This is an optimization exercise on Yosys and OpenROAD, whose aim is small area, a short achievable clock period and few clock cycles per item, not a production implementation.
Function was checked by simulation only, so behaviour that the tests miss may differ from the original.

==> flow/design.v, too long to show whole: its modules and the start of the top module <==
// module matrix_loader: 44 lines
// module matrix_store: 25 lines
// module dot4_8x8: 444 lines
// module dot4_18x8_acc: 960 lines
// module mmt_top: 179 lines
module mmt_top (
	input  logic clk,
	input  logic rst_n,
	input  logic in_valid,
	input  logic in_valid2,
	input  mmt_pkg::elem_t matrix,
	input  mmt_pkg::mat_idx_t matrix_idx,
	input  mmt_pkg::mode_t mode,
	output logic out_valid,
	output mmt_pkg::acc_t out_value
);
  // ...
==> flow/flow/run.sh <==
#!/bin/bash
# Layout flow: the standard flow (standard.sh, ORFS to finish) with one
# change to synthesis: Yosys's synth runs with -noabc, which skips its quick
# ABC pass before full-adder extraction (that pass leaves an inverter between
# most of the adder cells). Registers and everything after synthesis are as
# in the standard flow. Tool output goes to flow_make.log here and to ORFS's
# own logs under orfs/logs.
set -euo pipefail
sed '1s/yosys synth -nofsm -noshare/yosys synth -nofsm -noshare -noabc/' synth_recipe.tcl > flow_synth.tcl
grep -q -- '-noabc' flow_synth.tcl
sed "s#SYNTH_SCRIPT=[^ ]*#SYNTH_SCRIPT=$PWD/flow_synth.tcl#" standard.sh > flow_standard.sh
grep -q "SYNTH_SCRIPT=$PWD/flow_synth.tcl" flow_standard.sh
bash flow_standard.sh > flow_make.log 2>&1
==> flow/standard.sh <==
#!/bin/bash
# synth_recipe.tcl (not shown) runs the flow's synth.tcl, then flattens the netlist and writes it again
# the make line also repeats each setting of config.mk as NAME=value (left out here)
make -C /OpenROAD-flow-scripts/flow DESIGN_CONFIG=/design/flow/config.mk WORK_HOME=/design/flow/orfs CLKGATE_MAP_FILE= SYNTH_SCRIPT=/design/flow/synth_recipe.tcl "${@:-finish}"
==> flow/config.mk <==
export PLATFORM = sky130hd
export DESIGN_NAME = mmt_top
export DESIGN_NICKNAME = mmt_top
export VERILOG_FILES = /design/flow/design.v
export SDC_FILE = /design/flow/constraint.sdc
export NUM_CORES = 4
export LEC_CHECK = 0
export CAP_MARGIN = 20
export CORE_MARGIN = 2
export CORE_UTILIZATION = 40
export SETUP_SLACK_MARGIN = 4.3
export SLEW_MARGIN = 20
==> flow/constraint.sdc <==
create_clock -name core_clock -period 8.0 [get_ports {clk}]
set_input_delay 1.6000 -clock core_clock [delete_from_list [all_inputs] [get_ports {clk}]]
set_output_delay 1.6000 -clock core_clock [all_outputs]
set_load 0.01 [all_outputs]
==> summary.txt, run 1 <==
Slew headroom: 26.3%
WP buf/inv: 1
register area: 0.0305 mm^2
Non-clk bufs: 226
Max-Cap Viols: 0
number of global-route vias before repair: 53,225
Place WS: 2580 ps
CTS-repair resized insts: 194
crit path from: a_work[21]$_DFF_P_
most frequent cells in the layout: 823 x xnor2_1, 791 x fa_1, 762 x a22oi_1, 548 x edfxtp_1, 484 x nand2_1
Final ANT Viol Nets: 0
status: timing/DRC/antenna clean
DR WL met3: 29,600 um
Final setup viols: 0
compound-gate portion of the synthesized area: 9.70%
Root Buffer Master: clkbuf_16
Worst R2R Setup Slack: 4310 ps
Post-synth EDFFs: 548
Well Taps: 2,640
Post-Synth Adder-Cell Area: 23.0%
Simple-Gate Fraction of Synth Area: 4.37%
Hold Crit Class: reg -> reg
Critical Path End Type: flop
reg2reg end: g_s1[1].u_dot.t_pipe[11]$_DFF_P_
first-pass GRT wire length: 372,000 um
gr busiest metal: met2
sequential area share after synthesis: 37.9%
#FFs+latches synth: 1,224
minimum clock period: 3690 ps
final WL: 265,000 um
Testbench counts, summed over its fixed seeds: cycles 5,196, queries 576.
==> run 2, diff against run 1 <==
--- a/flow/design.v
+++ b/flow/design.v
@@ -268,268 +268,268 @@
 	wire t_w174 = t_w75 ^ t_w82 ^ t_w157;
 	wire t_w175 = (t_w75 & t_w82) | (t_w75 & t_w157) | (t_w82 & t_w157);
 	wire t_w176 = t_w159 ^ t_w161 ^ t_w163;
 	wire t_w177 = (t_w159 & t_w161) | (t_w159 & t_w163) | (t_w161 & t_w163);
 	wire t_w178 = t_w170 ^ t_w172 ^ t_w174;
 	wire t_w179 = (t_w170 & t_w172) | (t_w170 & t_w174) | (t_w172 & t_w174);
 	wire t_w180 = t_w165 ^ t_w176 ^ t_w178;
 	wire t_w181 = (t_w165 & t_w176) | (t_w165 & t_w178) | (t_w176 & t_w178);
-	wire t_w182 = t_w167 ^ t_w180 ^ t_w169;
-	wire t_w183 = (t_w167 & t_w180) | (t_w167 & t_w169) | (t_w180 & t_w169);
-	wire t_w184 = x0[5] ^ x1[5] ^ x2[5];
-	wire t_w185 = (x0[5] & x1[5]) | (x0[5] & x2[5]) | (x1[5] & x2[5]);
-	wire t_w186 = x3[5] ^ t_w11 ^ t_w112;
-	wire t_w187 = (x3[5] & t_w11) | (x3[5] & t_w112) | (t_w11 & t_w112);
-	wire t_w188 = t_w119 ^ t_w126 ^ t_w18;
-	wire t_w189 = (t_w119 & t_w126) | (t_w119 & t_w18) | (t_w126 & t_w18);
-	wire t_w190 = t_w4 ^ t_w40 ^ t_w47;
-	wire t_w191 = (t_w4 & t_w40) | (t_w4 & t_w47) | (t_w40 & t_w47);
-	wire t_w192 = t_w54 ^ t_w76 ^ t_w83;
-	wire t_w193 = (t_w54 & t_w76) | (t_w54 & t_w83) | (t_w76 & t_w83);
-	wire t_w194 = t_w90 ^ t_w184 ^ t_w171;
-	wire t_w195 = (t_w90 & t_w184) | (t_w90 & t_w171) | (t_w184 & t_w171);
-	wire t_w196 = t_w173 ^ t_w175 ^ t_w186;
-	wire t_w197 = (t_w173 & t_w175) | (t_w173 & t_w186) | (t_w175 & t_w186);
-	wire t_w198 = t_w188 ^ t_w190 ^ t_w192;
-	wire t_w199 = (t_w188 & t_w190) | (t_w188 & t_w192) | (t_w190 & t_w192);
-	wire t_w200 = t_w177 ^ t_w194 ^ t_w179;
-	wire t_w201 = (t_w177 & t_w194) | (t_w177 & t_w179) | (t_w194 & t_w179);
-	wire t_w202 = t_w196 ^ t_w198 ^ t_w200;
-	wire t_w203 = (t_w196 & t_w198) | (t_w196 & t_w200) | (t_w198 & t_w200);
-	wire t_w204 = t_w113 ^ t_w12 ^ t_w120;
-	wire t_w205 = (t_w113 & t_w12) | (t_w113 & t_w120) | (t_w12 & t_w120);
-	wire t_w206 = t_w127 ^ t_w19 ^ t_w41;
-	wire t_w207 = (t_w127 & t_w19) | (t_w127 & t_w41) | (t_w19 & t_w41);
-	wire t_w208 = t_w48 ^ t_w5 ^ t_w55;
-	wire t_w209 = (t_w48 & t_w5) | (t_w48 & t_w55) | (t_w5 & t_w55);
-	wire t_w210 = t_w77 ^ t_w84 ^ t_w91;
-	wire t_w211 = (t_w77 & t_w84) | (t_w77 & t_w91) | (t_w84 & t_w91);
-	wire t_w212 = t_w185 ^ t_w187 ^ t_w189;
-	wire t_w213 = (t_w185 & t_w187) | (t_w185 & t_w189) | (t_w187 & t_w189);
-	wire t_w214 = t_w191 ^ t_w193 ^ t_w204;
-	wire t_w215 = (t_w191 & t_w193) | (t_w191 & t_w204) | (t_w193 & t_w204);
-	wire t_w216 = t_w206 ^ t_w208 ^ t_w210;
-	wire t_w217 = (t_w206 & t_w208) | (t_w206 & t_w210) | (t_w208 & t_w210);
-	wire t_w218 = t_w195 ^ t_w197 ^ t_w199;
-	wire t_w219 = (t_w195 & t_w197) | (t_w195 & t_w199) | (t_w197 & t_w199);
-	wire t_w220 = t_w212 ^ t_w214 ^ t_w216;
-	wire t_w221 = (t_w212 & t_w214) | (t_w212 & t_w216) | (t_w214 & t_w216);
-	wire t_w222 = t_w201 ^ t_w218 ^ t_w220;
-	wire t_w223 = (t_w201 & t_w218) | (t_w201 & t_w220) | (t_w218 & t_w220);
-	wire t_w224 = x0[7] ^ x1[7] ^ x2[7];
-	wire t_w225 = (x0[7] & x1[7]) | (x0[7] & x2[7]) | (x1[7] & x2[7]);
-	wire t_w226 = x3[7] ^ t_w114 ^ t_w121;
-	wire t_w227 = (x3[7] & t_w114) | (x3[7] & t_w121) | (t_w114 & t_w121);
-	wire t_w228 = t_w128 ^ t_w13 ^ t_w135;
-	wire t_w229 = (t_w128 & t_w13) | (t_w128 & t_w135) | (t_w13 & t_w135);
-	wire t_w230 = t_w20 ^ t_w27 ^ t_w42;
-	wire t_w231 = (t_w20 & t_w27) | (t_w20 & t_w42) | (t_w27 & t_w42);
-	wire t_w232 = t_w49 ^ t_w56 ^ t_w6;
-	wire t_w233 = (t_w49 & t_w56) | (t_w49 & t_w6) | (t_w56 & t_w6);
-	wire t_w234 = t_w63 ^ t_w78 ^ t_w85;
-	wire t_w235 = (t_w63 & t_w78) | (t_w63 & t_w85) | (t_w78 & t_w85);
-	wire t_w236 = t_w92 ^ t_w99 ^ t_w224;
-	wire t_w237 = (t_w92 & t_w99) | (t_w92 & t_w224) | (t_w99 & t_w224);
-	wire t_w238 = t_w205 ^ t_w207 ^ t_w209;
-	wire t_w239 = (t_w205 & t_w207) | (t_w205 & t_w209) | (t_w207 & t_w209);
-	wire t_w240 = t_w211 ^ t_w226 ^ t_w228;
-	wire t_w241 = (t_w211 & t_w226) | (t_w211 & t_w228) | (t_w226 & t_w228);
-	wire t_w242 = t_w230 ^ t_w232 ^ t_w234;
-	wire t_w243 = (t_w230 & t_w232) | (t_w230 & t_w234) | (t_w232 & t_w234);
-	wire t_w244 = t_w236 ^ t_w213 ^ t_w215;
-	wire t_w245 = (t_w236 & t_w213) | (t_w236 & t_w215) | (t_w213 & t_w215);
-	wire t_w246 = t_w217 ^ t_w238 ^ t_w240;
-	wire t_w247 = (t_w217 & t_w238) | (t_w217 & t_w240) | (t_w238 & t_w240);
-	wire t_w248 = t_w242 ^ t_w219 ^ t_w244;
-	wire t_w249 = (t_w242 & t_w219) | (t_w242 & t_w244) | (t_w219 & t_w244);
-	wire t_w250 = t_w221 ^ t_w246 ^ t_w248;
-	wire t_w251 = (t_w221 & t_w246) | (t_w221 & t_w248) | (t_w246 & t_w248);
-	wire t_w252 = t_w100 ^ t_w115 ^ t_w122;
-	wire t_w253 = (t_w100 & t_w115) | (t_w100 & t_w122) | (t_w115 & t_w122);
-	wire t_w254 = t_w129 ^ t_w136 ^ t_w14;
-	wire t_w255 = (t_w129 & t_w136) | (t_w129 & t_w14) | (t_w136 & t_w14);
-	wire t_w256 = t_w21 ^ t_w28 ^ t_w43;
-	wire t_w257 = (t_w21 & t_w28) | (t_w21 & t_w43) | (t_w28 & t_w43);
-	wire t_w258 = t_w50 ^ t_w57 ^ t_w64;
-	wire t_w259 = (t_w50 & t_w57) | (t_w50 & t_w64) | (t_w57 & t_w64);
-	wire t_w260 = t_w7 ^ t_w79 ^ t_w86;
-	wire t_w261 = (t_w7 & t_w79) | (t_w7 & t_w86) | (t_w79 & t_w86);
-	wire t_w262 = t_w93 ^ t_w225 ^ t_w227;
-	wire t_w263 = (t_w93 & t_w225) | (t_w93 & t_w227) | (t_w225 & t_w227);
-	wire t_w264 = t_w229 ^ t_w231 ^ t_w233;
-	wire t_w265 = (t_w229 & t_w231) | (t_w229 & t_w233) | (t_w231 & t_w233);
-	wire t_w266 = t_w235 ^ t_w252 ^ t_w254;
-	wire t_w267 = (t_w235 & t_w252) | (t_w235 & t_w254) | (t_w252 & t_w254);
-	wire t_w268 = t_w256 ^ t_w258 ^ t_w260;
-	wire t_w269 = (t_w256 & t_w258) | (t_w256 & t_w260) | (t_w258 & t_w260);
-	wire t_w270 = t_w237 ^ t_w239 ^ t_w241;
-	wire t_w271 = (t_w237 & t_w239) | (t_w237 & t_w241) | (t_w239 & t_w241);
-	wire t_w272 = t_w243 ^ t_w262 ^ t_w264;
-	wire t_w273 = (t_w243 & t_w262) | (t_w243 & t_w264) | (t_w262 & t_w264);
-	wire t_w274 = t_w266 ^ t_w268 ^ t_w245;
-	wire t_w275 = (t_w266 & t_w268) | (t_w266 & t_w245) | (t_w268 & t_w245);
-	wire t_w276 = t_w270 ^ t_w272 ^ t_w247;
-	wire t_w277 = (t_w270 & t_w272) | (t_w270 & t_w247) | (t_w272 & t_w247);
-	wire t_w278 = t_w101 ^ t_w116 ^ t_w123;
-	wire t_w279 = (t_w101 & t_w116) | (t_w101 & t_w123) | (t_w116 & t_w123);
-	wire t_w280 = t_w130 ^ t_w137 ^ t_w15;
-	wire t_w281 = (t_w130 & t_w137) | (t_w130 & t_w15) | (t_w137 & t_w15);
-	wire t_w282 = t_w22 ^ t_w29 ^ t_w44;
-	wire t_w283 = (t_w22 & t_w29) | (t_w22 & t_w44) | (t_w29 & t_w44);
-	wire t_w284 = t_w51 ^ t_w58 ^ t_w65;
-	wire t_w285 = (t_w51 & t_w58) | (t_w51 & t_w65) | (t_w58 & t_w65);
-	wire t_w286 = t_w8 ^ t_w80 ^ t_w87;
-	wire t_w287 = (t_w8 & t_w80) | (t_w8 & t_w87) | (t_w80 & t_w87);
-	wire t_w288 = t_w94 ^ t_w253 ^ t_w255;
-	wire t_w289 = (t_w94 & t_w253) | (t_w94 & t_w255) | (t_w253 & t_w255);
-	wire t_w290 = t_w257 ^ t_w259 ^ t_w261;
-	wire t_w291 = (t_w257 & t_w259) | (t_w257 & t_w261) | (t_w259 & t_w261);
-	wire t_w292 = t_w278 ^ t_w280 ^ t_w282;
-	wire t_w293 = (t_w278 & t_w280) | (t_w278 & t_w282) | (t_w280 & t_w282);
-	wire t_w294 = t_w284 ^ t_w286 ^ t_w263;
-	wire t_w295 = (t_w284 & t_w286) | (t_w284 & t_w263) | (t_w286 & t_w263);
-	wire t_w296 = t_w265 ^ t_w267 ^ t_w269;
-	wire t_w297 = (t_w265 & t_w267) | (t_w265 & t_w269) | (t_w267 & t_w269);
-	wire t_w298 = t_w288 ^ t_w290 ^ t_w292;
-	wire t_w299 = (t_w288 & t_w290) | (t_w288 & t_w292) | (t_w290 & t_w292);
-	wire t_w300 = t_w271 ^ t_w273 ^ t_w294;
-	wire t_w301 = (t_w271 & t_w273) | (t_w271 & t_w294) | (t_w273 & t_w294);
-	wire t_w302 = t_w296 ^ t_w298 ^ t_w275;
-	wire t_w303 = (t_w296 & t_w298) | (t_w296 & t_w275) | (t_w298 & t_w275);
-	wire t_w304 = t_w102 ^ t_w124 ^ t_w131;
-	wire t_w305 = (t_w102 & t_w124) | (t_w102 & t_w131) | (t_w124 & t_w131);
-	wire t_w306 = t_w138 ^ t_w16 ^ t_w23;
-	wire t_w307 = (t_w138 & t_w16) | (t_w138 & t_w23) | (t_w16 & t_w23);
-	wire t_w308 = t_w30 ^ t_w52 ^ t_w59;
-	wire t_w309 = (t_w30 & t_w52) | (t_w30 & t_w59) | (t_w52 & t_w59);
-	wire t_w310 = t_w66 ^ t_w88 ^ t_w95;
-	wire t_w311 = (t_w66 & t_w88) | (t_w66 & t_w95) | (t_w88 & t_w95);
-	wire t_w312 = t_w279 ^ t_w281 ^ t_w283;
-	wire t_w313 = (t_w279 & t_w281) | (t_w279 & t_w283) | (t_w281 & t_w283);
-	wire t_w314 = t_w285 ^ t_w287 ^ t_w304;
-	wire t_w315 = (t_w285 & t_w287) | (t_w285 & t_w304) | (t_w287 & t_w304);
-	wire t_w316 = t_w306 ^ t_w308 ^ t_w310;
-	wire t_w317 = (t_w306 & t_w308) | (t_w306 & t_w310) | (t_w308 & t_w310);
-	wire t_w318 = t_w289 ^ t_w291 ^ t_w293;
-	wire t_w319 = (t_w289 & t_w291) | (t_w289 & t_w293) | (t_w291 & t_w293);
-	wire t_w320 = t_w312 ^ t_w314 ^ t_w316;
-	wire t_w321 = (t_w312 & t_w314) | (t_w312 & t_w316) | (t_w314 & t_w316);
-	wire t_w322 = t_w295 ^ t_w297 ^ t_w318;
-	wire t_w323 = (t_w295 & t_w297) | (t_w295 & t_w318) | (t_w297 & t_w318);
-	wire t_w324 = t_w299 ^ t_w320 ^ t_w301;
-	wire t_w325 = (t_w299 & t_w320) | (t_w299 & t_w301) | (t_w320 & t_w301);
-	wire t_w326 = 1'b1 ^ t_w103 ^ t_w125;
-	wire t_w327 = (1'b1 & t_w103) | (1'b1 & t_w125) | (t_w103 & t_w125);
-	wire t_w328 = t_w132 ^ t_w139 ^ t_w17;
-	wire t_w329 = (t_w132 & t_w139) | (t_w132 & t_w17) | (t_w139 & t_w17);
-	wire t_w330 = t_w24 ^ t_w31 ^ t_w53;
-	wire t_w331 = (t_w24 & t_w31) | (t_w24 & t_w53) | (t_w31 & t_w53);
-	wire t_w332 = t_w60 ^ t_w67 ^ t_w89;
-	wire t_w333 = (t_w60 & t_w67) | (t_w60 & t_w89) | (t_w67 & t_w89);
-	wire t_w334 = t_w96 ^ t_w305 ^ t_w307;
-	wire t_w335 = (t_w96 & t_w305) | (t_w96 & t_w307) | (t_w305 & t_w307);
-	wire t_w336 = t_w309 ^ t_w311 ^ t_w326;
-	wire t_w337 = (t_w309 & t_w311) | (t_w309 & t_w326) | (t_w311 & t_w326);
-	wire t_w338 = t_w328 ^ t_w330 ^ t_w332;
-	wire t_w339 = (t_w328 & t_w330) | (t_w328 & t_w332) | (t_w330 & t_w332);
-	wire t_w340 = t_w313 ^ t_w315 ^ t_w317;
-	wire t_w341 = (t_w313 & t_w315) | (t_w313 & t_w317) | (t_w315 & t_w317);
-	wire t_w342 = t_w334 ^ t_w336 ^ t_w338;
-	wire t_w343 = (t_w334 & t_w336) | (t_w334 & t_w338) | (t_w336 & t_w338);
-	wire t_w344 = t_w319 ^ t_w340 ^ t_w321;
-	wire t_w345 = (t_w319 & t_w340) | (t_w319 & t_w321) | (t_w340 & t_w321);
-	wire t_w346 = 1'b1 ^ t_w104 ^ t_w133;
-	wire t_w347 = (1'b1 & t_w104) | (1'b1 & t_w133) | (t_w104 & t_w133);
-	wire t_w348 = t_w140 ^ t_w25 ^ t_w32;
-	wire t_w349 = (t_w140 & t_w25) | (t_w140 & t_w32) | (t_w25 & t_w32);
-	wire t_w350 = t_w61 ^ t_w68 ^ t_w97;
-	wire t_w351 = (t_w61 & t_w68) | (t_w61 & t_w97) | (t_w68 & t_w97);
-	wire t_w352 = t_w327 ^ t_w329 ^ t_w331;
-	wire t_w353 = (t_w327 & t_w329) | (t_w327 & t_w331) | (t_w329 & t_w331);
-	wire t_w354 = t_w333 ^ t_w346 ^ t_w348;
-	wire t_w355 = (t_w333 & t_w346) | (t_w333 & t_w348) | (t_w346 & t_w348);
-	wire t_w356 = t_w350 ^ t_w335 ^ t_w337;
-	wire t_w357 = (t_w350 & t_w335) | (t_w350 & t_w337) | (t_w335 & t_w337);
-	wire t_w358 = t_w339 ^ t_w352 ^ t_w354;
-	wire t_w359 = (t_w339 & t_w352) | (t_w339 & t_w354) | (t_w352 & t_w354);
-	wire t_w360 = t_w341 ^ t_w356 ^ t_w343;
-	wire t_w361 = (t_w341 & t_w356) | (t_w341 & t_w343) | (t_w356 & t_w343);
-	wire t_w362 = t_w105 ^ t_w134 ^ t_w141;
-	wire t_w363 = (t_w105 & t_w134) | (t_w105 & t_w141) | (t_w134 & t_w141);
-	wire t_w364 = t_w26 ^ t_w33 ^ t_w62;
-	wire t_w365 = (t_w26 & t_w33) | (t_w26 & t_w62) | (t_w33 & t_w62);
-	wire t_w366 = t_w69 ^ t_w98 ^ t_w347;
-	wire t_w367 = (t_w69 & t_w98) | (t_w69 & t_w347) | (t_w98 & t_w347);
-	wire t_w368 = t_w349 ^ t_w351 ^ t_w362;
-	wire t_w369 = (t_w349 & t_w351) | (t_w349 & t_w362) | (t_w351 & t_w362);
-	wire t_w370 = t_w364 ^ t_w353 ^ t_w355;
-	wire t_w371 = (t_w364 & t_w353) | (t_w364 & t_w355) | (t_w353 & t_w355);
-	wire t_w372 = t_w366 ^ t_w368 ^ t_w357;
-	wire t_w373 = (t_w366 & t_w368) | (t_w366 & t_w357) | (t_w368 & t_w357);
-	wire t_w374 = t_w370 ^ t_w359 ^ t_w372;
-	wire t_w375 = (t_w370 & t_w359) | (t_w370 & t_w372) | (t_w359 & t_w372);
-	wire t_w376 = 1'b1 ^ t_w106 ^ t_w142;
-	wire t_w377 = (1'b1 & t_w106) | (1'b1 & t_w142) | (t_w106 & t_w142);
-	wire t_w378 = t_w34 ^ t_w70 ^ t_w363;
-	wire t_w379 = (t_w34 & t_w70) | (t_w34 & t_w363) | (t_w70 & t_w363);
-	wire t_w380 = t_w365 ^ t_w376 ^ t_w367;
-	wire t_w381 = (t_w365 & t_w376) | (t_w365 & t_w367) | (t_w376 & t_w367);
-	wire t_w382 = t_w369 ^ t_w378 ^ t_w371;
-	wire t_w383 = (t_w369 & t_w378) | (t_w369 & t_w371) | (t_w378 & t_w371);
-	wire t_w384 = t_w380 ^ t_w373 ^ t_w382;
-	wire t_w385 = (t_w380 & t_w373) | (t_w380 & t_w382) | (t_w373 & t_w382);
-	wire t_w386 = t_w107 ^ t_w143 ^ t_w35;
-	wire t_w387 = (t_w107 & t_w143) | (t_w107 & t_w35) | (t_w143 & t_w35);
-	wire t_w388 = t_w71 ^ t_w377 ^ t_w386;
-	wire t_w389 = (t_w71 & t_w377) | (t_w71 & t_w386) | (t_w377 & t_w386);
-	wire t_w390 = t_w379 ^ t_w388 ^ t_w381;
-	wire t_w391 = (t_w379 & t_w388) | (t_w379 & t_w381) | (t_w388 & t_w381);
-	wire t_w392 = 1'b1 ^ t_w387 ^ t_w389;
-	wire t_w393 = (1'b1 & t_w387) | (1'b1 & t_w389) | (t_w387 & t_w389);
-	logic [38:0] t_pipe;
+	wire t_w182 = x0[5] ^ x1[5] ^ x2[5];
+	wire t_w183 = (x0[5] & x1[5]) | (x0[5] & x2[5]) | (x1[5] & x2[5]);
+	wire t_w184 = x3[5] ^ t_w11 ^ t_w112;
+	wire t_w185 = (x3[5] & t_w11) | (x3[5] & t_w112) | (t_w11 & t_w112);
+	wire t_w186 = t_w119 ^ t_w126 ^ t_w18;
+	wire t_w187 = (t_w119 & t_w126) | (t_w119 & t_w18) | (t_w126 & t_w18);
+	wire t_w188 = t_w4 ^ t_w40 ^ t_w47;
+	wire t_w189 = (t_w4 & t_w40) | (t_w4 & t_w47) | (t_w40 & t_w47);
+	wire t_w190 = t_w54 ^ t_w76 ^ t_w83;
+	wire t_w191 = (t_w54 & t_w76) | (t_w54 & t_w83) | (t_w76 & t_w83);
+	wire t_w192 = t_w90 ^ t_w182 ^ t_w171;
+	wire t_w193 = (t_w90 & t_w182) | (t_w90 & t_w171) | (t_w182 & t_w171);
+	wire t_w194 = t_w173 ^ t_w175 ^ t_w184;
+	wire t_w195 = (t_w173 & t_w175) | (t_w173 & t_w184) | (t_w175 & t_w184);
+	wire t_w196 = t_w186 ^ t_w188 ^ t_w190;
+	wire t_w197 = (t_w186 & t_w188) | (t_w186 & t_w190) | (t_w188 & t_w190);
+	wire t_w198 = t_w177 ^ t_w192 ^ t_w179;
+	wire t_w199 = (t_w177 & t_w192) | (t_w177 & t_w179) | (t_w192 & t_w179);
+	wire t_w200 = t_w194 ^ t_w196 ^ t_w198;
+	wire t_w201 = (t_w194 & t_w196) | (t_w194 & t_w198) | (t_w196 & t_w198);
+	wire t_w202 = t_w113 ^ t_w12 ^ t_w120;
+	wire t_w203 = (t_w113 & t_w12) | (t_w113 & t_w120) | (t_w12 & t_w120);
+	wire t_w204 = t_w127 ^ t_w19 ^ t_w41;
+	wire t_w205 = (t_w127 & t_w19) | (t_w127 & t_w41) | (t_w19 & t_w41);
+	wire t_w206 = t_w48 ^ t_w5 ^ t_w55;
+	wire t_w207 = (t_w48 & t_w5) | (t_w48 & t_w55) | (t_w5 & t_w55);
+	wire t_w208 = t_w77 ^ t_w84 ^ t_w91;
+	wire t_w209 = (t_w77 & t_w84) | (t_w77 & t_w91) | (t_w84 & t_w91);
+	wire t_w210 = t_w183 ^ t_w185 ^ t_w187;
+	wire t_w211 = (t_w183 & t_w185) | (t_w183 & t_w187) | (t_w185 & t_w187);
+	wire t_w212 = t_w189 ^ t_w191 ^ t_w202;
+	wire t_w213 = (t_w189 & t_w191) | (t_w189 & t_w202) | (t_w191 & t_w202);
+	wire t_w214 = t_w204 ^ t_w206 ^ t_w208;
+	wire t_w215 = (t_w204 & t_w206) | (t_w204 & t_w208) | (t_w206 & t_w208);
+	wire t_w216 = t_w193 ^ t_w195 ^ t_w197;
+	wire t_w217 = (t_w193 & t_w195) | (t_w193 & t_w197) | (t_w195 & t_w197);
+	wire t_w218 = t_w210 ^ t_w212 ^ t_w214;
+	wire t_w219 = (t_w210 & t_w212) | (t_w210 & t_w214) | (t_w212 & t_w214);
+	wire t_w220 = t_w199 ^ t_w216 ^ t_w218;
+	wire t_w221 = (t_w199 & t_w216) | (t_w199 & t_w218) | (t_w216 & t_w218);
+	wire t_w222 = x0[7] ^ x1[7] ^ x2[7];
+	wire t_w223 = (x0[7] & x1[7]) | (x0[7] & x2[7]) | (x1[7] & x2[7]);
+	wire t_w224 = x3[7] ^ t_w114 ^ t_w121;
+	wire t_w225 = (x3[7] & t_w114) | (x3[7] & t_w121) | (t_w114 & t_w121);
+	wire t_w226 = t_w128 ^ t_w13 ^ t_w135;
+	wire t_w227 = (t_w128 & t_w13) | (t_w128 & t_w135) | (t_w13 & t_w135);
+	wire t_w228 = t_w20 ^ t_w27 ^ t_w42;
+	wire t_w229 = (t_w20 & t_w27) | (t_w20 & t_w42) | (t_w27 & t_w42);
+	wire t_w230 = t_w49 ^ t_w56 ^ t_w6;
+	wire t_w231 = (t_w49 & t_w56) | (t_w49 & t_w6) | (t_w56 & t_w6);
+	wire t_w232 = t_w63 ^ t_w78 ^ t_w85;
+	wire t_w233 = (t_w63 & t_w78) | (t_w63 & t_w85) | (t_w78 & t_w85);
+	wire t_w234 = t_w92 ^ t_w99 ^ t_w222;
+	wire t_w235 = (t_w92 & t_w99) | (t_w92 & t_w222) | (t_w99 & t_w222);
+	wire t_w236 = t_w203 ^ t_w205 ^ t_w207;
+	wire t_w237 = (t_w203 & t_w205) | (t_w203 & t_w207) | (t_w205 & t_w207);
+	wire t_w238 = t_w209 ^ t_w224 ^ t_w226;
+	wire t_w239 = (t_w209 & t_w224) | (t_w209 & t_w226) | (t_w224 & t_w226);
+	wire t_w240 = t_w228 ^ t_w230 ^ t_w232;
+	wire t_w241 = (t_w228 & t_w230) | (t_w228 & t_w232) | (t_w230 & t_w232);
+	wire t_w242 = t_w234 ^ t_w211 ^ t_w213;
+	wire t_w243 = (t_w234 & t_w211) | (t_w234 & t_w213) | (t_w211 & t_w213);
+	wire t_w244 = t_w215 ^ t_w236 ^ t_w238;
+	wire t_w245 = (t_w215 & t_w236) | (t_w215 & t_w238) | (t_w236 & t_w238);
+	wire t_w246 = t_w240 ^ t_w217 ^ t_w242;
+	wire t_w247 = (t_w240 & t_w217) | (t_w240 & t_w242) | (t_w217 & t_w242);
+	wire t_w248 = t_w100 ^ t_w115 ^ t_w122;
+	wire t_w249 = (t_w100 & t_w115) | (t_w100 & t_w122) | (t_w115 & t_w122);
+	wire t_w250 = t_w129 ^ t_w136 ^ t_w14;
+	wire t_w251 = (t_w129 & t_w136) | (t_w129 & t_w14) | (t_w136 & t_w14);
+	wire t_w252 = t_w21 ^ t_w28 ^ t_w43;
+	wire t_w253 = (t_w21 & t_w28) | (t_w21 & t_w43) | (t_w28 & t_w43);
+	wire t_w254 = t_w50 ^ t_w57 ^ t_w64;
+	wire t_w255 = (t_w50 & t_w57) | (t_w50 & t_w64) | (t_w57 & t_w64);
+	wire t_w256 = t_w7 ^ t_w79 ^ t_w86;
+	wire t_w257 = (t_w7 & t_w79) | (t_w7 & t_w86) | (t_w79 & t_w86);
+	wire t_w258 = t_w93 ^ t_w223 ^ t_w225;
+	wire t_w259 = (t_w93 & t_w223) | (t_w93 & t_w225) | (t_w223 & t_w225);
+	wire t_w260 = t_w227 ^ t_w229 ^ t_w231;
+	wire t_w261 = (t_w227 & t_w229) | (t_w227 & t_w231) | (t_w229 & t_w231);
+	wire t_w262 = t_w233 ^ t_w248 ^ t_w250;
+	wire t_w263 = (t_w233 & t_w248) | (t_w233 & t_w250) | (t_w248 & t_w250);
+	wire t_w264 = t_w252 ^ t_w254 ^ t_w256;
+	wire t_w265 = (t_w252 & t_w254) | (t_w252 & t_w256) | (t_w254 & t_w256);
+	wire t_w266 = t_w235 ^ t_w237 ^ t_w239;
+	wire t_w267 = (t_w235 & t_w237) | (t_w235 & t_w239) | (t_w237 & t_w239);
+	wire t_w268 = t_w241 ^ t_w258 ^ t_w260;
+	wire t_w269 = (t_w241 & t_w258) | (t_w241 & t_w260) | (t_w258 & t_w260);
+	wire t_w270 = t_w262 ^ t_w264 ^ t_w243;
+	wire t_w271 = (t_w262 & t_w264) | (t_w262 & t_w243) | (t_w264 & t_w243);
+	wire t_w272 = t_w266 ^ t_w268 ^ t_w245;
+	wire t_w273 = (t_w266 & t_w268) | (t_w266 & t_w245) | (t_w268 & t_w245);
+	wire t_w274 = t_w101 ^ t_w116 ^ t_w123;
+	wire t_w275 = (t_w101 & t_w116) | (t_w101 & t_w123) | (t_w116 & t_w123);
+	wire t_w276 = t_w130 ^ t_w137 ^ t_w15;
+	wire t_w277 = (t_w130 & t_w137) | (t_w130 & t_w15) | (t_w137 & t_w15);
+	wire t_w278 = t_w22 ^ t_w29 ^ t_w44;
+	wire t_w279 = (t_w22 & t_w29) | (t_w22 & t_w44) | (t_w29 & t_w44);
+	wire t_w280 = t_w51 ^ t_w58 ^ t_w65;
+	wire t_w281 = (t_w51 & t_w58) | (t_w51 & t_w65) | (t_w58 & t_w65);
+	wire t_w282 = t_w8 ^ t_w80 ^ t_w87;
+	wire t_w283 = (t_w8 & t_w80) | (t_w8 & t_w87) | (t_w80 & t_w87);
+	wire t_w284 = t_w94 ^ t_w249 ^ t_w251;
+	wire t_w285 = (t_w94 & t_w249) | (t_w94 & t_w251) | (t_w249 & t_w251);
+	wire t_w286 = t_w253 ^ t_w255 ^ t_w257;
+	wire t_w287 = (t_w253 & t_w255) | (t_w253 & t_w257) | (t_w255 & t_w257);
+	wire t_w288 = t_w274 ^ t_w276 ^ t_w278;
+	wire t_w289 = (t_w274 & t_w276) | (t_w274 & t_w278) | (t_w276 & t_w278);
+	wire t_w290 = t_w280 ^ t_w282 ^ t_w259;
+	wire t_w291 = (t_w280 & t_w282) | (t_w280 & t_w259) | (t_w282 & t_w259);
+	wire t_w292 = t_w261 ^ t_w263 ^ t_w265;
+	wire t_w293 = (t_w261 & t_w263) | (t_w261 & t_w265) | (t_w263 & t_w265);
+	wire t_w294 = t_w284 ^ t_w286 ^ t_w288;
+	wire t_w295 = (t_w284 & t_w286) | (t_w284 & t_w288) | (t_w286 & t_w288);
+	wire t_w296 = t_w267 ^ t_w269 ^ t_w290;
+	wire t_w297 = (t_w267 & t_w269) | (t_w267 & t_w290) | (t_w269 & t_w290);
+	wire t_w298 = t_w102 ^ t_w124 ^ t_w131;
+	wire t_w299 = (t_w102 & t_w124) | (t_w102 & t_w131) | (t_w124 & t_w131);
+	wire t_w300 = t_w138 ^ t_w16 ^ t_w23;
+	wire t_w301 = (t_w138 & t_w16) | (t_w138 & t_w23) | (t_w16 & t_w23);
+	wire t_w302 = t_w30 ^ t_w52 ^ t_w59;
+	wire t_w303 = (t_w30 & t_w52) | (t_w30 & t_w59) | (t_w52 & t_w59);
+	wire t_w304 = t_w66 ^ t_w88 ^ t_w95;
+	wire t_w305 = (t_w66 & t_w88) | (t_w66 & t_w95) | (t_w88 & t_w95);
+	wire t_w306 = t_w275 ^ t_w277 ^ t_w279;
+	wire t_w307 = (t_w275 & t_w277) | (t_w275 & t_w279) | (t_w277 & t_w279);
+	wire t_w308 = t_w281 ^ t_w283 ^ t_w298;
+	wire t_w309 = (t_w281 & t_w283) | (t_w281 & t_w298) | (t_w283 & t_w298);
+	wire t_w310 = t_w300 ^ t_w302 ^ t_w304;
+	wire t_w311 = (t_w300 & t_w302) | (t_w300 & t_w304) | (t_w302 & t_w304);
+	wire t_w312 = t_w285 ^ t_w287 ^ t_w289;
+	wire t_w313 = (t_w285 & t_w287) | (t_w285 & t_w289) | (t_w287 & t_w289);
+	wire t_w314 = t_w306 ^ t_w308 ^ t_w310;
+	wire t_w315 = (t_w306 & t_w308) | (t_w306 & t_w310) | (t_w308 & t_w310);
+	wire t_w316 = t_w291 ^ t_w293 ^ t_w312;
+	wire t_w317 = (t_w291 & t_w293) | (t_w291 & t_w312) | (t_w293 & t_w312);
+	wire t_w318 = 1'b1 ^ t_w103 ^ t_w125;
+	wire t_w319 = (1'b1 & t_w103) | (1'b1 & t_w125) | (t_w103 & t_w125);
+	wire t_w320 = t_w132 ^ t_w139 ^ t_w17;
+	wire t_w321 = (t_w132 & t_w139) | (t_w132 & t_w17) | (t_w139 & t_w17);
+	wire t_w322 = t_w24 ^ t_w31 ^ t_w53;
+	wire t_w323 = (t_w24 & t_w31) | (t_w24 & t_w53) | (t_w31 & t_w53);
+	wire t_w324 = t_w60 ^ t_w67 ^ t_w89;
+	wire t_w325 = (t_w60 & t_w67) | (t_w60 & t_w89) | (t_w67 & t_w89);
+	wire t_w326 = t_w96 ^ t_w299 ^ t_w301;
+	wire t_w327 = (t_w96 & t_w299) | (t_w96 & t_w301) | (t_w299 & t_w301);
+	wire t_w328 = t_w303 ^ t_w305 ^ t_w318;
+	wire t_w329 = (t_w303 & t_w305) | (t_w303 & t_w318) | (t_w305 & t_w318);
+	wire t_w330 = t_w320 ^ t_w322 ^ t_w324;
+	wire t_w331 = (t_w320 & t_w322) | (t_w320 & t_w324) | (t_w322 & t_w324);
+	wire t_w332 = t_w307 ^ t_w309 ^ t_w311;
+	wire t_w333 = (t_w307 & t_w309) | (t_w307 & t_w311) | (t_w309 & t_w311);
+	wire t_w334 = t_w326 ^ t_w328 ^ t_w330;
+	wire t_w335 = (t_w326 & t_w328) | (t_w326 & t_w330) | (t_w328 & t_w330);
+	wire t_w336 = t_w313 ^ t_w332 ^ t_w315;
+	wire t_w337 = (t_w313 & t_w332) | (t_w313 & t_w315) | (t_w332 & t_w315);
+	wire t_w338 = 1'b1 ^ t_w104 ^ t_w133;
+	wire t_w339 = (1'b1 & t_w104) | (1'b1 & t_w133) | (t_w104 & t_w133);
+	wire t_w340 = t_w140 ^ t_w25 ^ t_w32;
+	wire t_w341 = (t_w140 & t_w25) | (t_w140 & t_w32) | (t_w25 & t_w32);
+	wire t_w342 = t_w61 ^ t_w68 ^ t_w97;
+	wire t_w343 = (t_w61 & t_w68) | (t_w61 & t_w97) | (t_w68 & t_w97);
+	wire t_w344 = t_w319 ^ t_w321 ^ t_w323;
+	wire t_w345 = (t_w319 & t_w321) | (t_w319 & t_w323) | (t_w321 & t_w323);
+	wire t_w346 = t_w325 ^ t_w338 ^ t_w340;
+	wire t_w347 = (t_w325 & t_w338) | (t_w325 & t_w340) | (t_w338 & t_w340);
+	wire t_w348 = t_w342 ^ t_w327 ^ t_w329;
+	wire t_w349 = (t_w342 & t_w327) | (t_w342 & t_w329) | (t_w327 & t_w329);
+	wire t_w350 = t_w331 ^ t_w344 ^ t_w346;
+	wire t_w351 = (t_w331 & t_w344) | (t_w331 & t_w346) | (t_w344 & t_w346);
+	wire t_w352 = t_w333 ^ t_w348 ^ t_w335;
+	wire t_w353 = (t_w333 & t_w348) | (t_w333 & t_w335) | (t_w348 & t_w335);
+	wire t_w354 = t_w105 ^ t_w134 ^ t_w141;
+	wire t_w355 = (t_w105 & t_w134) | (t_w105 & t_w141) | (t_w134 & t_w141);
+	wire t_w356 = t_w26 ^ t_w33 ^ t_w62;
+	wire t_w357 = (t_w26 & t_w33) | (t_w26 & t_w62) | (t_w33 & t_w62);
+	wire t_w358 = t_w69 ^ t_w98 ^ t_w339;
+	wire t_w359 = (t_w69 & t_w98) | (t_w69 & t_w339) | (t_w98 & t_w339);
+	wire t_w360 = t_w341 ^ t_w343 ^ t_w354;
+	wire t_w361 = (t_w341 & t_w343) | (t_w341 & t_w354) | (t_w343 & t_w354);
+	wire t_w362 = t_w356 ^ t_w345 ^ t_w347;
+	wire t_w363 = (t_w356 & t_w345) | (t_w356 & t_w347) | (t_w345 & t_w347);
+	wire t_w364 = t_w358 ^ t_w360 ^ t_w349;
+	wire t_w365 = (t_w358 & t_w360) | (t_w358 & t_w349) | (t_w360 & t_w349);
+	wire t_w366 = 1'b1 ^ t_w106 ^ t_w142;
+	wire t_w367 = (1'b1 & t_w106) | (1'b1 & t_w142) | (t_w106 & t_w142);
+	wire t_w368 = t_w34 ^ t_w70 ^ t_w355;
+	wire t_w369 = (t_w34 & t_w70) | (t_w34 & t_w355) | (t_w70 & t_w355);
+	wire t_w370 = t_w357 ^ t_w366 ^ t_w359;
+	wire t_w371 = (t_w357 & t_w366) | (t_w357 & t_w359) | (t_w366 & t_w359);
+	wire t_w372 = t_w361 ^ t_w368 ^ t_w363;
+	wire t_w373 = (t_w361 & t_w368) | (t_w361 & t_w363) | (t_w368 & t_w363);
+	wire t_w374 = t_w107 ^ t_w143 ^ t_w35;
+	wire t_w375 = (t_w107 & t_w143) | (t_w107 & t_w35) | (t_w143 & t_w35);
+	wire t_w376 = t_w71 ^ t_w367 ^ t_w374;
+	wire t_w377 = (t_w71 & t_w367) | (t_w71 & t_w374) | (t_w367 & t_w374);
+	wire t_w378 = t_w369 ^ t_w376 ^ t_w371;
+	wire t_w379 = (t_w369 & t_w376) | (t_w369 & t_w371) | (t_w376 & t_w371);
+	wire t_w380 = 1'b1 ^ t_w375 ^ t_w377;
+	wire t_w381 = (1'b1 & t_w375) | (1'b1 & t_w377) | (t_w375 & t_w377);
+	logic [44:0] t_pipe;
 	always_ff @(posedge clk) begin
-		t_pipe <= {t_w393, t_w392, t_w391, t_w385, t_w390, t_w383, t_w384, t_w375, t_w374, t_w361, t_w360, t_w345, t_w358, t_w325, t_w344, t_w323, t_w342, t_w324, t_w303, t_w322, t_w302, t_w277, t_w300, t_w251, t_w276, t_w274, t_w249, t_w250, t_w223, t_w222, t_w203, t_w183, t_w202, t_w181, t_w182, t_w168, t_w154, t_w148, t_w146};
+		t_pipe <= {t_w381, t_w380, t_w379, t_w378, t_w373, t_w372, t_w365, t_w370, t_w353, t_w364, t_w351, t_w362, t_w352, t_w337, t_w350, t_w336, t_w317, t_w334, t_w316, t_w297, t_w314, t_w295, t_w273, t_w296, t_w271, t_w294, t_w292, t_w272, t_w270, t_w247, t_w221, t_w246, t_w244, t_w219, t_w220, t_w201, t_w200, t_w181, t_w169, t_w180, t_w167, t_w168, t_w154, t_w148, t_w146};
 	end
-	wire t_w394 = t_pipe[5] ^ t_pipe[6];
-	wire t_w395 = t_pipe[5] & t_pipe[6];
-	wire t_w396 = t_pipe[8] ^ t_pipe[9];
-	wire t_w397 = t_pipe[8] & t_pipe[9];
-	wire t_w398 = t_pipe[10] ^ t_pipe[11];
-	wire t_w399 = t_pipe[10] & t_pipe[11];
-	wire t_w400 = t_pipe[12] ^ t_pipe[13] ^ t_pipe[14];
-	wire t_w401 = (t_pipe[12] & t_pipe[13]) | (t_pipe[12] & t_pipe[14]) | (t_pipe[13] & t_pipe[14]);
-	wire t_w402 = t_pipe[15] ^ t_w399;
-	wire t_w403 = t_pipe[15] & t_w399;
-	wire t_w404 = t_pipe[16] ^ t_pipe[17] ^ t_pipe[18];
-	wire t_w405 = (t_pipe[16] & t_pipe[17]) | (t_pipe[16] & t_pipe[18]) | (t_pipe[17] & t_pipe[18]);
-	wire t_w406 = t_w401 ^ t_w403;
-	wire t_w407 = t_w401 & t_w403;
-	wire t_w408 = t_pipe[19] ^ t_pipe[20] ^ t_pipe[21];
-	wire t_w409 = (t_pipe[19] & t_pipe[20]) | (t_pipe[19] & t_pipe[21]) | (t_pipe[20] & t_pipe[21]);
-	wire t_w410 = t_w405 ^ t_w408;
-	wire t_w411 = t_w405 & t_w408;
-	wire t_w412 = t_pipe[22] ^ t_pipe[23] ^ t_pipe[24];
-	wire t_w413 = (t_pipe[22] & t_pipe[23]) | (t_pipe[22] & t_pipe[24]) | (t_pipe[23] & t_pipe[24]);
-	wire t_w414 = t_pipe[25] ^ t_w409 ^ t_w412;
-	wire t_w415 = (t_pipe[25] & t_w409) | (t_pipe[25] & t_w412) | (t_w409 & t_w412);
-	wire t_w416 = t_pipe[26] ^ t_pipe[27] ^ t_pipe[28];
-	wire t_w417 = (t_pipe[26] & t_pipe[27]) | (t_pipe[26] & t_pipe[28]) | (t_pipe[27] & t_pipe[28]);
-	wire t_w418 = t_w413 ^ t_w416;
-	wire t_w419 = t_w413 & t_w416;
-	wire t_w420 = t_pipe[29] ^ t_pipe[30] ^ t_w417;
-	wire t_w421 = (t_pipe[29] & t_pipe[30]) | (t_pipe[29] & t_w417) | (t_pipe[30] & t_w417);
-	wire t_w422 = t_pipe[31] ^ t_pipe[32];
-	wire t_w423 = t_pipe[31] & t_pipe[32];
-	wire t_w424 = t_pipe[33] ^ t_pipe[34] ^ t_pipe[35];
-	wire t_w425 = (t_pipe[33] & t_pipe[34]) | (t_pipe[33] & t_pipe[35]) | (t_pipe[34] & t_pipe[35]);
-	wire t_w426 = t_pipe[36] ^ t_pipe[37];
-	wire t_w427 = t_pipe[36] & t_pipe[37];
-	wire [17:0] t_ra = {1'b1, t_pipe[38], t_w425, t_w423, t_w421, t_w419, t_w415, t_w411, t_w407, t_w404, t_w400, t_w397, t_w395, t_pipe[7], t_pipe[4], t_pipe[3], t_pipe[2], t_pipe[0]};
-	wire [17:0] t_rb = {1'b0, t_w427, t_w426, t_w424, t_w422, t_w420, t_w418, t_w414, t_w410, t_w406, t_w402, t_w398, t_w396, t_w394, 1'b0, 1'b0, 1'b0, t_pipe[1]};
+	wire t_w382 = t_pipe[4] ^ t_pipe[5];
+	wire t_w383 = t_pipe[4] & t_pipe[5];
+	wire t_w384 = t_pipe[7] ^ t_pipe[8];
+	wire t_w385 = t_pipe[7] & t_pipe[8];
+	wire t_w386 = t_pipe[10] ^ t_pipe[9];
+	wire t_w387 = t_pipe[10] & t_pipe[9];
+	wire t_w388 = t_pipe[11] ^ t_pipe[12] ^ t_pipe[13];
+	wire t_w389 = (t_pipe[11] & t_pipe[12]) | (t_pipe[11] & t_pipe[13]) | (t_pipe[12] & t_pipe[13]);
+	wire t_w390 = t_pipe[14] ^ t_w387;
+	wire t_w391 = t_pipe[14] & t_w387;
+	wire t_w392 = t_pipe[15] ^ t_pipe[16] ^ t_pipe[17];
+	wire t_w393 = (t_pipe[15] & t_pipe[16]) | (t_pipe[15] & t_pipe[17]) | (t_pipe[16] & t_pipe[17]);
+	wire t_w394 = t_w389 ^ t_w391;
+	wire t_w395 = t_w389 & t_w391;
+	wire t_w396 = t_pipe[18] ^ t_pipe[19] ^ t_pipe[20];
+	wire t_w397 = (t_pipe[18] & t_pipe[19]) | (t_pipe[18] & t_pipe[20]) | (t_pipe[19] & t_pipe[20]);
+	wire t_w398 = t_pipe[21] ^ t_pipe[22] ^ t_w393;
+	wire t_w399 = (t_pipe[21] & t_pipe[22]) | (t_pipe[21] & t_w393) | (t_pipe[22] & t_w393);
+	wire t_w400 = t_w396 ^ t_w395;
+	wire t_w401 = t_w396 & t_w395;
+	wire t_w402 = t_pipe[23] ^ t_pipe[24] ^ t_pipe[25];
+	wire t_w403 = (t_pipe[23] & t_pipe[24]) | (t_pipe[23] & t_pipe[25]) | (t_pipe[24] & t_pipe[25]);
+	wire t_w404 = t_pipe[26] ^ t_w397 ^ t_w402;
+	wire t_w405 = (t_pipe[26] & t_w397) | (t_pipe[26] & t_w402) | (t_w397 & t_w402);
+	wire t_w406 = t_w399 ^ t_w401;
+	wire t_w407 = t_w399 & t_w401;
+	wire t_w408 = t_pipe[27] ^ t_pipe[28] ^ t_pipe[29];
+	wire t_w409 = (t_pipe[27] & t_pipe[28]) | (t_pipe[27] & t_pipe[29]) | (t_pipe[28] & t_pipe[29]);
+	wire t_w410 = t_w403 ^ t_w408 ^ t_w405;
+	wire t_w411 = (t_w403 & t_w408) | (t_w403 & t_w405) | (t_w408 & t_w405);
+	wire t_w412 = t_pipe[30] ^ t_pipe[31] ^ t_pipe[32];
+	wire t_w413 = (t_pipe[30] & t_pipe[31]) | (t_pipe[30] & t_pipe[32]) | (t_pipe[31] & t_pipe[32]);
+	wire t_w414 = t_w409 ^ t_w412;
+	wire t_w415 = t_w409 & t_w412;
+	wire t_w416 = t_pipe[33] ^ t_pipe[34] ^ t_pipe[35];
+	wire t_w417 = (t_pipe[33] & t_pipe[34]) | (t_pipe[33] & t_pipe[35]) | (t_pipe[34] & t_pipe[35]);
+	wire t_w418 = t_pipe[36] ^ t_w413 ^ t_w416;
+	wire t_w419 = (t_pipe[36] & t_w413) | (t_pipe[36] & t_w416) | (t_w413 & t_w416);
+	wire t_w420 = t_pipe[37] ^ t_pipe[38] ^ t_pipe[39];
+	wire t_w421 = (t_pipe[37] & t_pipe[38]) | (t_pipe[37] & t_pipe[39]) | (t_pipe[38] & t_pipe[39]);
+	wire t_w422 = t_w417 ^ t_w420;
+	wire t_w423 = t_w417 & t_w420;
+	wire t_w424 = t_pipe[40] ^ t_pipe[41] ^ t_w421;
+	wire t_w425 = (t_pipe[40] & t_pipe[41]) | (t_pipe[40] & t_w421) | (t_pipe[41] & t_w421);
+	wire t_w426 = t_pipe[42] ^ t_pipe[43];
+	wire t_w427 = t_pipe[42] & t_pipe[43];
+	wire [17:0] t_ra = {1'b1, t_pipe[44], t_w425, t_w423, t_w419, t_w415, t_w411, t_w407, t_w404, t_w398, t_w392, t_w388, t_w385, t_w383, t_pipe[6], t_pipe[3], t_pipe[2], t_pipe[0]};
+	wire [17:0] t_rb = {1'b0, t_w427, t_w426, t_w424, t_w422, t_w418, t_w414, t_w410, t_w406, t_w400, t_w394, t_w390, t_w386, t_w384, t_w382, 1'b0, 1'b0, t_pipe[1]};
 	assign u = t_ra + t_rb;
 endmodule
 module dot4_18x8_acc (
 	input  logic clk,
 	input  logic [17:0] u0, u1, u2, u3,
 	input  logic [7:0] y0, y1, y2, y3,
 	input  logic [3:0] y0_one, y1_one, y2_one, y3_one,
 	input  logic [3:0] y0_two, y1_two, y2_two, y3_two,
==> run 2 against run 1 <==
Effect of this change: worst hold slack barely moved; cell area shrank 0.56%; die area is 0.80% higher; critical path depth fell by 1; via count is 0.93% lower; clock-buffer cell count unchanged; critical path type unchanged; wire length shrank 2.3%; first-iteration DRC count down 3.8%; cell count hardly changed; synthesized cell count up 0.51%; sequential cell count grew 24.
==> summary.txt, run 2 <==
status: timing/DRC/antenna clean
boundary pin count: 70
worst slew pin tran: 1140 ps
layout cells sized above 1: 14.9%
Max clock buf depth: 3
initial antenna violation count: 5
Starting Density: 40.2%
count leader, synth: xnor2_1
minimum clock period: 3680 ps (-14.8 ps)
largest net degree at the start of global routing: 97
worst skew pair latency: 820 ps
most used flip-flop cell after synthesis: dfxtp_1
critical path peak fanout: 37
Worst Setup Slack, final: 4320 ps
Die Ht: 452 um
reg2reg start: a_work[15]$_DFF_P_
proportion of synthesized area in mux cells: 9.96%
Fin Clk Skew: 62.8 ps
dominant cells by area after synthesis: edfxtp_1 20%, fa_1 20%, dfxtp_1 16%, xnor2_1 9.0%, a22oi_1 7.2%
Slowest-stage cell, CP: fa_1
#FFs+latches synth: 1,248 (+2.0%)
WHS: 305 ps
GRT Overall Usage: 25.0%
core area: 0.200 mm^2
Post-synth EDFFs: 548 (unchanged)
Port Buf Inserts: 66
HPWL Detailed: 183,000 um
reg2reg end: g_s1[1].u_dot.t_pipe[13]$_DFF_P_
Critical Path End Type: flop
biggest regs: u_store.mem: 512 flops, g_s1.u_dot.t_pipe: 180 flops, m_op: 128 flops
number of hold buffers added after cts: 0
commonest non-fill, non-tap cell in the layout: xnor2_1
first-pass GRT wire length: 375,000 um (+0.73%)
DRT Pass-1 Iters: 6
Hold Crit Depth: 0
Hold Vio Cnt, Final: 0
final WL: 258,000 um (-2.3%)
delay of the slowest critical-path stage: 830 ps
number of flip-flops in the largest register: 512
Setup TNS Final: 0 ps
GP Congestion: 0.941
Avg Cell Area, Syn: 12.7 um^2
vias per std cell: 5.96
WP buf/inv: 1 (unchanged)
Crit path top cell by count: fa_1
worst hold start: ph[6]$_DFF_PN0_
arrival time worst endpoint: 4310 ps
Req. time, crit path: 8630 ps
Reg clk slew, reported paths: 60 ps
XOR/XNOR Fraction of Synth Area: 10.7%
row count: 164
Max Freq: 0.272 GHz
Worst R2R Setup Slack: 4320 ps (about the same)
DR vias: 52,454
FFs w/ async S/R, synth: 3.77%
post-layout util: 44.0%
synthesized cell area: 0.0803 mm^2
Die ar.: 0.204 mm^2
most frequent cells in the layout: 824 x xnor2_1, 790 x fa_1, 768 x a22oi_1, 556 x dfxtp_1, 548 x edfxtp_1
Slew headroom: 23.7% (-2.6 points)
Slew Limit Fails: 0
Final setup viols: 0 (unchanged)
compound-gate portion of the synthesized area: 9.74% (+0.040 points)
Post-Synth Adder-Cell Area: 22.9% (-0.16 points)
critical path's top delay family: adder cells
WL per Instance: 29.4 um
CTS H-tree lvls: 4
largest family of logic cells by synthesized area: adder cells
placed instance count: 8,523
RSZ-0062 raised after global routing: true
Final ANT Viol Nets: 0 (unchanged)
part of the cycle the worst path needs: 46.0%
Iter 0 DRT Violations: 6,954
drc violations: 0
Root Buffer Master: clkbuf_16
TritonCTS clock tree: done
crit start category: flop
Place WS: 2120 ps (-464 ps)
Biggest register: u_store.mem
Die Span X: 452 um
Simple-Gate Fraction of Synth Area: 4.20% (-0.17 points)
CP Cell Sequence: buf_4 > fa_1 > fa_1 > fa_1 > fa_1
Final nets: 7,032
Max-Cap Viols: 0 (unchanged)
Setup CP Type: reg -> reg
final cell count without fillers: 8,794
share of the synthesized area in the top cell type: 20.5%
Cells after Synth: 6,317
distinct cell type count after synthesis: 73
CTS Buf Count: 135
Clock Sinks: 1,248
Syn Nets: 7,328
area delta synth->final: 9.44%
total congestion overflow: 0
WHS Endpoint: ph[7]$_DFF_PN0_
commonest cells in the netlist: 826 x xnor2_1, 793 x fa_1, 769 x a22oi_1, 653 x dfxtp_1, 548 x edfxtp_1
worst r2r path cells: 5
number of global-route vias before repair: 53,658 (+0.81%)
Synth area leader: edfxtp_1
Hold Crit Class: reg -> reg
YS warnings: 9
sequential area share after synthesis: 38.2% (+0.29 points)
## run 2: cell types whose count changed in the layout (fill, tap and decap cells not counted), sizes merged, moves of 13 or more
cell	before	now
a21oi	57	70
nor2	118	96
clkbuf	200	184
buf	141	98
mux2	163	176
dfxtp	629	653
nand2	485	471
## run 2: worst reg2reg max path, stage by stage (launching register included)
cell and delay [ps]:
dfxtp_2 310, buf_4 640, fa_1 880, fa_1 650, fa_1 550, fa_1 480
## run 2: metal layers
layer	global-route usage, %	part of all wire (%)	vias to the layer above
met3	6.78	10	719
met4	11.2	5.2	8
met2	39.3	46	3207
met1	32.3	38	26954
met5	0.490	0.13	-
li1	-	-	21566
## run 2: worst max-delay path by stage
stage | end | depth (start not counted) | slack [ps] | from
floorplan | u_s2.t_pipe[11]$_DFF_P_ | 8 | 4250 | y_op[13]$_DFF_P_
global placement | m_op[59]$_DFF_P_ | 10 | 2170 | in_valid2
detailed placement | m_op[59]$_DFF_P_ | 10 | 2120 | in_valid2
CTS | u_s2.t_pipe[33]$_DFF_P_ | 7 | 4300 | u_r[3][10]$_DFF_P_
global route | u_r[3][16]$_DFF_P_ | 11 | 4130 | g_s1[3].u_dot.t_pipe[23]$_DFF_P_
finish | g_s1[1].u_dot.t_pipe[13]$_DFF_P_ | 5 | 4320 | a_work[15]$_DFF_P_
## run 2: area by class of cell
cell class              instances  area [um^2]
fillers                     18042       112000
repair inverters                1         8.76
diodes                          3         7.51
clock inverters                69          957
inverters                     181          734
repair buffers                167         1660
clock buffers                 182         3820
multi-input cells            4287        46500
flip-flops and latches       1248        30900
well taps                    2656         3320
## run 2: cells by family after synthesis
logic type | Yosys count
xor+xnor | 980
flops | 1248
mux | 448
simple gates | 763
buf+inv | 782
fa+ha+maj | 992
compound gates | 1104
## run 2: metrics by stage
| stage | area [um^2] |
|---|---|
| finish | 87900 |
| global route | 87900 |
| CTS | 87500 |
| detailed placement | 82300 |
| global placement | 82300 |
| floorplan | 80300 |
## run 2: repair_timing
action	4_1_cts	5_1_grt
pin swaps	2	11
buffers inserted	5	6
cloned	3	2
resized for setup	100	90
setup endpoints to repair	292	170
Testbench counts of run 2, summed over its fixed seeds: cycles 5,196, queries 576.
==> run 3, diff against run 2 <==
--- a/flow/config.mk
+++ b/flow/config.mk
@@ -9,4 +9,4 @@
 export CORE_MARGIN = 2
 export CORE_UTILIZATION = 40
-export SETUP_SLACK_MARGIN = 4.3
+export SETUP_SLACK_MARGIN = 4.7
 export SLEW_MARGIN = 20
==> run 3 against run 2 <==
Effect of this change: still clean; worst hold slack gained 42 ps; worst setup slack improved by 290 ps; via count grew 2.6%.
==> summary.txt, run 3 <==
Post-Synth Adder-Cell Area: 22.9% (unchanged)
Max clock buf depth: 3 (unchanged)
layout cells sized above 1: 24.0% (+9.1 points)
Port Buf Inserts: 66 (unchanged)
Critical Path End Type: flop
Syn Nets: 7,328 (unchanged)
CTS H-tree lvls: 4 (unchanged)
drc violations: 0 (unchanged)
Die Ht: 452 um (unchanged)
row count: 164 (unchanged)
number of flip-flops in the largest register: 512 (unchanged)
Final ANT Viol Nets: 0 (unchanged)
synthesized cell area: 0.0803 mm^2 (unchanged)
sequential area share after synthesis: 38.2% (unchanged)
Final nets: 7,201 (+2.4%)
part of the cycle the worst path needs: 42.4% (-3.6 points)
Final setup viols: 0 (unchanged)
Clock Sinks: 1,248 (unchanged)
initial antenna violation count: 5 (unchanged)
YS warnings: 9 (unchanged)
worst hold start: ph[6]$_DFF_PN0_
Hold Crit Depth: 0 (unchanged)
Slew Limit Fails: 0 (unchanged)
number of global-route vias before repair: 54,511 (+1.6%)
Avg Cell Area, Syn: 12.7 um^2 (unchanged)
largest family of logic cells by synthesized area: adder cells
Cells after Synth: 6,317 (unchanged)
Max-Cap Viols: 0 (unchanged)
Fin Clk Skew: 91.6 ps (+28.8 ps)
Root Buffer Master: clkbuf_16
Die Span X: 452 um (unchanged)
Setup TNS Final: 0 ps (unchanged)
boundary pin count: 70 (unchanged)
Simple-Gate Fraction of Synth Area: 4.20% (unchanged)
compound-gate portion of the synthesized area: 9.74% (unchanged)
status: timing/DRC/antenna clean
TritonCTS clock tree: done
CTS Buf Count: 132 (-2.2%)
dominant cells by area after synthesis: edfxtp_1 20%, fa_1 20%, dfxtp_1 16%, xnor2_1 9.0%, a22oi_1 7.2%
arrival time worst endpoint: 4110 ps (-200 ps)
first-pass GRT wire length: 384,000 um (+2.6%)
Worst Setup Slack, final: 4610 ps (+286 ps)
commonest cells in the netlist: 826 x xnor2_1, 793 x fa_1, 769 x a22oi_1, 653 x dfxtp_1, 548 x edfxtp_1
proportion of synthesized area in mux cells: 9.96% (unchanged)
Slew headroom: 20.8% (-2.9 points)
core area: 0.200 mm^2 (unchanged)
XOR/XNOR Fraction of Synth Area: 10.7% (unchanged)
Max Freq: 0.295 GHz (+8.4%)
biggest regs: u_store.mem: 512 flops, g_s1.u_dot.t_pipe: 180 flops, m_op: 128 flops
Die ar.: 0.204 mm^2 (unchanged)
HPWL Detailed: 182,000 um (-0.66%)
most frequent cells in the layout: 790 x xnor2_1, 710 x a22oi_1, 680 x fa_1, 548 x edfxtp_1, 461 x nand2_1
critical path peak fanout: 4 (-89%)
crit path from: y_enc[22]$_DFF_P_
distinct cell type count after synthesis: 73 (unchanged)
Iter 0 DRT Violations: 6,834 (-1.7%)
Hold Crit Class: reg -> reg
#FFs+latches synth: 1,248 (unchanged)
total congestion overflow: 0 (unchanged)
Synth area leader: edfxtp_1
crit start category: flop
Biggest register: u_store.mem
minimum clock period: 3390 ps (-286 ps)
Req. time, crit path: 8720 ps (+90 ps)
number of hold buffers added after cts: 0 (unchanged)
commonest non-fill, non-tap cell in the layout: xnor2_1
GP Congestion: 0.928 (-1.4%)
GRT Overall Usage: 25.9% (+0.87 points)
Setup CP Type: reg -> reg
worst r2r path cells: 8 (+3)
largest net degree at the start of global routing: 97 (unchanged)
Place WS: 2310 ps (+196 ps)
reg2reg start: y_enc[22]$_DFF_P_
count leader, synth: xnor2_1
FILL cells: 17,523 (-2.9%)
worst skew pair latency: 810 ps (about the same)
DR vias: 53,811 (+2.6%)
vias per std cell: 6.01 (+0.71%)
Hold Vio Cnt, Final: 0 (unchanged)
share of the synthesized area in the top cell type: 20.5% (unchanged)
worst slew pin tran: 1180 ps (+43.2 ps)
Reg clk slew, reported paths: 60 ps (about the same)
Starting Density: 40.2% (unchanged)
DRT Pass-1 Iters: 6 (unchanged)
most used flip-flop cell after synthesis: dfxtp_1
final WL: 272,000 um (+5.2%)
FFs w/ async S/R, synth: 3.77% (unchanged)
area delta synth->final: 14.9%
WL per Instance: 30.3 um (+3.3%)
RSZ-0062 raised after global routing: true
Post-synth EDFFs: 548 (unchanged)
run 3: final timing paths:
path	end	slack (ps)
max reg2reg	u_s2.t_pipe[42]$_DFF_P_	4610
max	u_s2.t_pipe[42]$_DFF_P_	4610
min reg2reg	ph[7]$_DFF_PN0_	350
min	ph[7]$_DFF_PN0_	350
min in group asynchronous	out_value[4]$_DFF_PN0_	950
max in group asynchronous	out_value[48]$_DFF_PN0_	6440
run 3: kinds of logic (layout without fill, tap and decap cells):
family	after synthesis	in the layout
compound gates	1104	1104
xor+xnor	980	980
fa+ha+maj	992	992
buf+inv	782	765
flops	1248	1248
mux	448	448
other cells	0	2
simple gates	763	763
run 3: what timing repair did:
action / CTS / global route
resized for setup: 560 / 276
gates cloned: 7 / 1
pin swaps: 158 / 133
setup endpoints to repair: 511 / 186
buffers inserted: 92 / 93
run 3: layout make-up:
class	instances	area, um^2	share of cell area (%)
timing repair inverter	2	17.5	0.0190
tap	2656	3320	3.60
timing repair buffer	338	4220	4.58
clock inverter	65	981	1.06
multi-input combinational	4287	48100	52.1
clock buffer	179	3770	4.08
antenna	2	5.00	0.00542
sequential	1248	31200	33.8
inverter	181	712	0.771
run 3: metal layers:
metal / track usage (%) / vias to the layer above / part of all wire (%)
met5: 0 / - / 0.052
met1: 32.9 / 27516 / 37
met4: 13.8 / 4 / 6.7
met2: 40.2 / 3482 / 45
li1: - / 21914 / -
met3: 7.21 / 895 / 11
run 3: worst max-delay path, cell delays in order, from the launching register on:
cell and delay [ps]:
dfxtp_4 370, buf_4 160, a22oi_2 150, xnor2_1 120
fa_2 440, fa_1 540, fa_1 550, fa_2 420
fa_2 580
run 3: through the flow:
step	utilization (%)	area, um^2	hold WS (ps)	instances
2_1_floorplan	-	80900	331	6317
3_3_place_gp	41.3	82400	336	8519
3_5_place_dp	41.3	82400	338	8519
4_1_cts	45.2	90200	327	8862
5_1_grt	46.2	92300	350	8957
6_report	46.2	92300	347	8958

-- port drivers added, routing unchanged --
The results above use ideal ports. As a check the final layouts listed here were re-extracted and re-timed, cells and wires unchanged. Step 1, drivers: a clkbuf_16 drives clk and a buf_2 each remaining input, both assumed. Step 2 times the ports against the registers' clock, not the clock port: input delays grow and output delays shrink by t, the midpoint of the rising clock arrivals with the driver on. Three values: no drivers, after step 1, after step 2; two values: the first two.
run	t, ns	setup slack, ns	worst hold slack (ns)	worst register clock-pin slew, ns	worst data-port slew with drivers (ns)
run 1	0.877	4.306 / 4.306 / 3.521	0.305 / 0.305 / 0.305	0.06 / 0.06	0.07
run 2	0.875	4.320 / 4.318 / 3.715	0.305 / 0.305 / 0.305	0.08 / 0.08	0.06
run 3	0.853	4.606 / 4.606 / 4.094	0.347 / 0.347 / 0.347	0.08 / 0.08	0.06
After both steps setup and hold are still met in every run listed. For run 1, which loses most, drivers alone change the setup slack by 0.000 ns; drivers and shift together by -0.785 ns.
